This design comes from an exercise in tuning for small area on the open sky130 flow, not from production work. Function was checked by simulation only, so behaviour that the tests miss may differ from the original. No activity file was given, so power comes from the tool's default toggle rates.

Design decode_stage_hz, start of the top module:
module decode_stage_hz #(
  parameter int unsigned XLEN  = 32,
  parameter int unsigned NREGS = 32
) (
  input  logic            clk,
  input  logic            rst_n,
  input  logic            ifidValid,
  input  logic [31:0]     ifidInst,
  input  logic [31:0]     ifidPc,
  input  logic            flush,
  input  logic            regWriteEnable,
  input  logic [4:0]      writeReg,
  input  logic [XLEN-1:0] writeData,
  output logic            stall,
  output logic            idexValid,
  output logic [31:0]     idexPc,
  output logic [XLEN-1:0] idexData1,
  output logic [XLEN-1:0] idexData2,
  output logic [4:0]      idexRs1,
  output logic [4:0]      idexRs2,
  output logic [4:0]      idexRd,
  output logic [6:0]      idexFunc7,
  output logic [2:0]      idexFunc3,
  output logic [XLEN-1:0] idexImm,
  output logic [2:0]      idexExCtrl,
  output logic [2:0]      idexMemCtrl,
  output logic [1:0]      idexWbCtrl
);
  localparam logic [6:0] OpR     = 7'b0110011;
  localparam logic [6:0] OpIAlu  = 7'b0010011;
  localparam logic [6:0] OpLoad  = 7'b0000011;
  ...
Settings: LEC_CHECK=0, CAP_MARGIN=10, CORE_MARGIN=2, CORE_UTILIZATION=60, SETUP_SLACK_MARGIN=0.05, SLEW_MARGIN=10; clock period 5.0 ns.
standard.sh (not shown) runs the stock make flow with config.mk's settings and CLKGATE_MAP_FILE= SYNTH_SCRIPT=/design/flow/synth_recipe.tcl, a recipe that flattens the netlist after the stock synthesis.
==> flow/flow/run.sh <==
#!/bin/bash
# Own flow: the standard layout (standard.sh), except that synthesis maps
# the logic with an area-oriented ABC script, port buffers use the smallest
# buffer, the clock tree uses small buffers without dummy loads.
set -euo pipefail
W=$(pwd)
export MY_WORK=$W
export MY_ABC_SCRIPT=$W/flow/area.abc
sed "s#SYNTH_SCRIPT=[^ ]*#SYNTH_SCRIPT=$W/flow/my_synth.tcl#" standard.sh > my_standard.sh
grep -q "SYNTH_SCRIPT=$W/flow/my_synth.tcl" my_standard.sh
export BUFFER_PORTS_ARGS="-buffer_cell sky130_fd_sc_hd__buf_1"
export CTS_ARGS="-sink_clustering_enable -repair_clock_nets -dont_use_dummy_load -buf_list {sky130_fd_sc_hd__clkbuf_8} -sink_clustering_size 18 -sink_clustering_max_diameter 80"
bash my_standard.sh synth > synth.log 2>&1
bash my_standard.sh finish > layout.log 2>&1
==> flow/flow/area.abc <==
&get -n
&st
&nf -a -R 1000
&put
==> flow/flow/my_synth.tcl <==
# The standard synthesis (synth_recipe.tcl), with ABC's cell mapping run
# with an area-oriented script instead of ORFS's delay-oriented one.
proc abc {args} {
  set i [lsearch -exact $args -script]
  if { $i >= 0 } { lset args [expr {$i + 1}] $::env(MY_ABC_SCRIPT) }
  set i [lsearch -exact $args -D]
  if { $i >= 0 } { set args [lreplace $args $i [expr {$i + 1}]] }
  yosys abc {*}$args
}
source $::env(MY_WORK)/synth_recipe.tcl
The first run completed without violations.
Rerun with:
--- a/flow/flow/run.sh
+++ b/flow/flow/run.sh
@@ -10,5 +10,5 @@
 grep -q "SYNTH_SCRIPT=$W/flow/my_synth.tcl" my_standard.sh
 export BUFFER_PORTS_ARGS="-buffer_cell sky130_fd_sc_hd__buf_1"
-export CTS_ARGS="-sink_clustering_enable -repair_clock_nets -dont_use_dummy_load -buf_list {sky130_fd_sc_hd__clkbuf_8} -sink_clustering_size 18 -sink_clustering_max_diameter 80"
+export CTS_ARGS="-sink_clustering_enable -repair_clock_nets -dont_use_dummy_load -buf_list {sky130_fd_sc_hd__clkbuf_8} -sink_clustering_size 18 -sink_clustering_max_diameter 60"
 bash my_standard.sh synth > synth.log 2>&1
 bash my_standard.sh finish > layout.log 2>&1
CORE_UTILIZATION = 64   (was 60)
The new run produced a clean layout.
First-iteration DRC count went down by 1.9%.
Setup slack improved by 0.13 ns.
Sequential power barely changes.
Synthesized area does not change.
Total power rose by 0.56%.
Non-clock buffer count increases by 10.
Critical path depth stays the same.

---

## wip/fjord
Another version of the RTL of decode_stage_hz (not shown whole).
Size in the first run: about 2400 cells after synthesis, about 270 I/O pins.
Settings: LEC_CHECK=0, CAP_MARGIN=10, CORE_MARGIN=2, CORE_UTILIZATION=60, SETUP_SLACK_MARGIN=0.1, SLEW_MARGIN=10; clock period 5.0 ns.
==> flow/flow/run.sh <==
#!/bin/bash
# Own flow: the standard layout (standard.sh), except that synthesis maps
# the logic with an area-oriented ABC script, port buffers use the smallest
# buffer, the clock tree uses small buffers without dummy loads.
set -euo pipefail
W=$(pwd)
export MY_WORK=$W
export MY_ABC_SCRIPT=$W/flow/area.abc
sed "s#SYNTH_SCRIPT=[^ ]*#SYNTH_SCRIPT=$W/flow/my_synth.tcl#" standard.sh > my_standard.sh
grep -q "SYNTH_SCRIPT=$W/flow/my_synth.tcl" my_standard.sh
export BUFFER_PORTS_ARGS="-buffer_cell sky130_fd_sc_hd__buf_1"
export CTS_ARGS="-sink_clustering_enable -repair_clock_nets -dont_use_dummy_load -buf_list {sky130_fd_sc_hd__clkbuf_8} -sink_clustering_size 18 -sink_clustering_max_diameter 60"
bash my_standard.sh synth > synth.log 2>&1
bash my_standard.sh finish > layout.log 2>&1
Scripts as last shown in full above: flow/flow/area.abc, flow/flow/my_synth.tcl
wip/fjord finished all stages; the layout is clean.
Input changes introduced in wip/violet (baseline for comparison: wip/fjord):
--- a/flow/config.mk
+++ b/flow/config.mk
@@ -10 +10 @@
-export CORE_UTILIZATION = 60
+export CORE_UTILIZATION = 68
### Flow results
- wip/fjord went all the way through synthesis, placement and routing and the layout is clean on timing, DRC and antenna.
- wip/violet ended with every stage complete and zero timing, DRC or antenna violations.
- For the number of cell instances on the worst register-to-register path, wip/violet came in 1 lower than wip/fjord did.
- Relative to wip/fjord, the critical path depth of wip/violet is lower by 1.
- The maximum resistive drop on vdd of wip/violet is higher than that of wip/fjord.
diff inputs: wip/violet => wip/quartz
--- a/flow/config.mk
+++ b/flow/config.mk
@@ -8 +8 @@
-export CAP_MARGIN = 10
+export CAP_MARGIN = 5
@@ -10 +10 @@
-export CORE_UTILIZATION = 68
+export CORE_UTILIZATION = 60
@@ -12 +12 @@
-export SLEW_MARGIN = 10
+export SLEW_MARGIN = 5
## What came out
Every stage of the flow completed for wip/violet, and the final layout passed the timing, design-rule and antenna checks. wip/quartz completed end to end with timing, DRC and antenna clean. Sort wip/quartz and wip/violet by initial antenna violation count, descending, and wip/violet comes first. Number of cells in the finished layout apart from fillers on wip/quartz is up relative to wip/violet. Re non-clock buffer share of cell area: wip/quartz is 0.74 points down on wip/violet. Compared with wip/violet, wip/quartz shows a lower non-clock buffer count. Delta (wip/quartz minus wip/violet): final standard cell area without fillers went down by 0.31%, net switching share of the total power about even.

-- static timing again, ports no longer ideal --
Ports are ideal in the flow. The routed layouts listed here were re-timed in OpenROAD. Step 1 (the two cells are an assumption about what drives the block):
set clk [get_ports {clk}]
set_driving_cell -lib_cell sky130_fd_sc_hd__clkbuf_16 $clk
set_driving_cell -lib_cell sky130_fd_sc_hd__buf_2 [delete_from_list [all_inputs] $clk]
Step 2 also shifts input and output timing later by t, the mid clock arrival at the registers, as if the neighbouring blocks saw the same clock. a / b / c = no drivers / after step 1 / after step 2; a / b = the first two.
run	shift t [ns]	setup slack, ns	hold WS [ns]	worst slew at a driven data input, ns	cell pins on the clock port's net
the first run of note 1	0.766	0.083 / 0.021 / 0.787	0.361 / 0.325 / 0.496	0.06	1
the second run of note 1	0.750	0.212 / 0.150 / 0.900	0.380 / 0.339 / 0.499	0.12	1
wip/fjord	0.780	0.072 / 0.004 / 0.783	0.346 / 0.307 / 0.499	0.15	1
wip/violet	0.744	0.087 / 0.022 / 0.766	0.391 / 0.359 / 0.497	0.12	1
wip/quartz	0.778	0.090 / 0.022 / 0.800	0.355 / 0.311 / 0.499	0.14	1
After both steps every run listed still meets setup and hold.
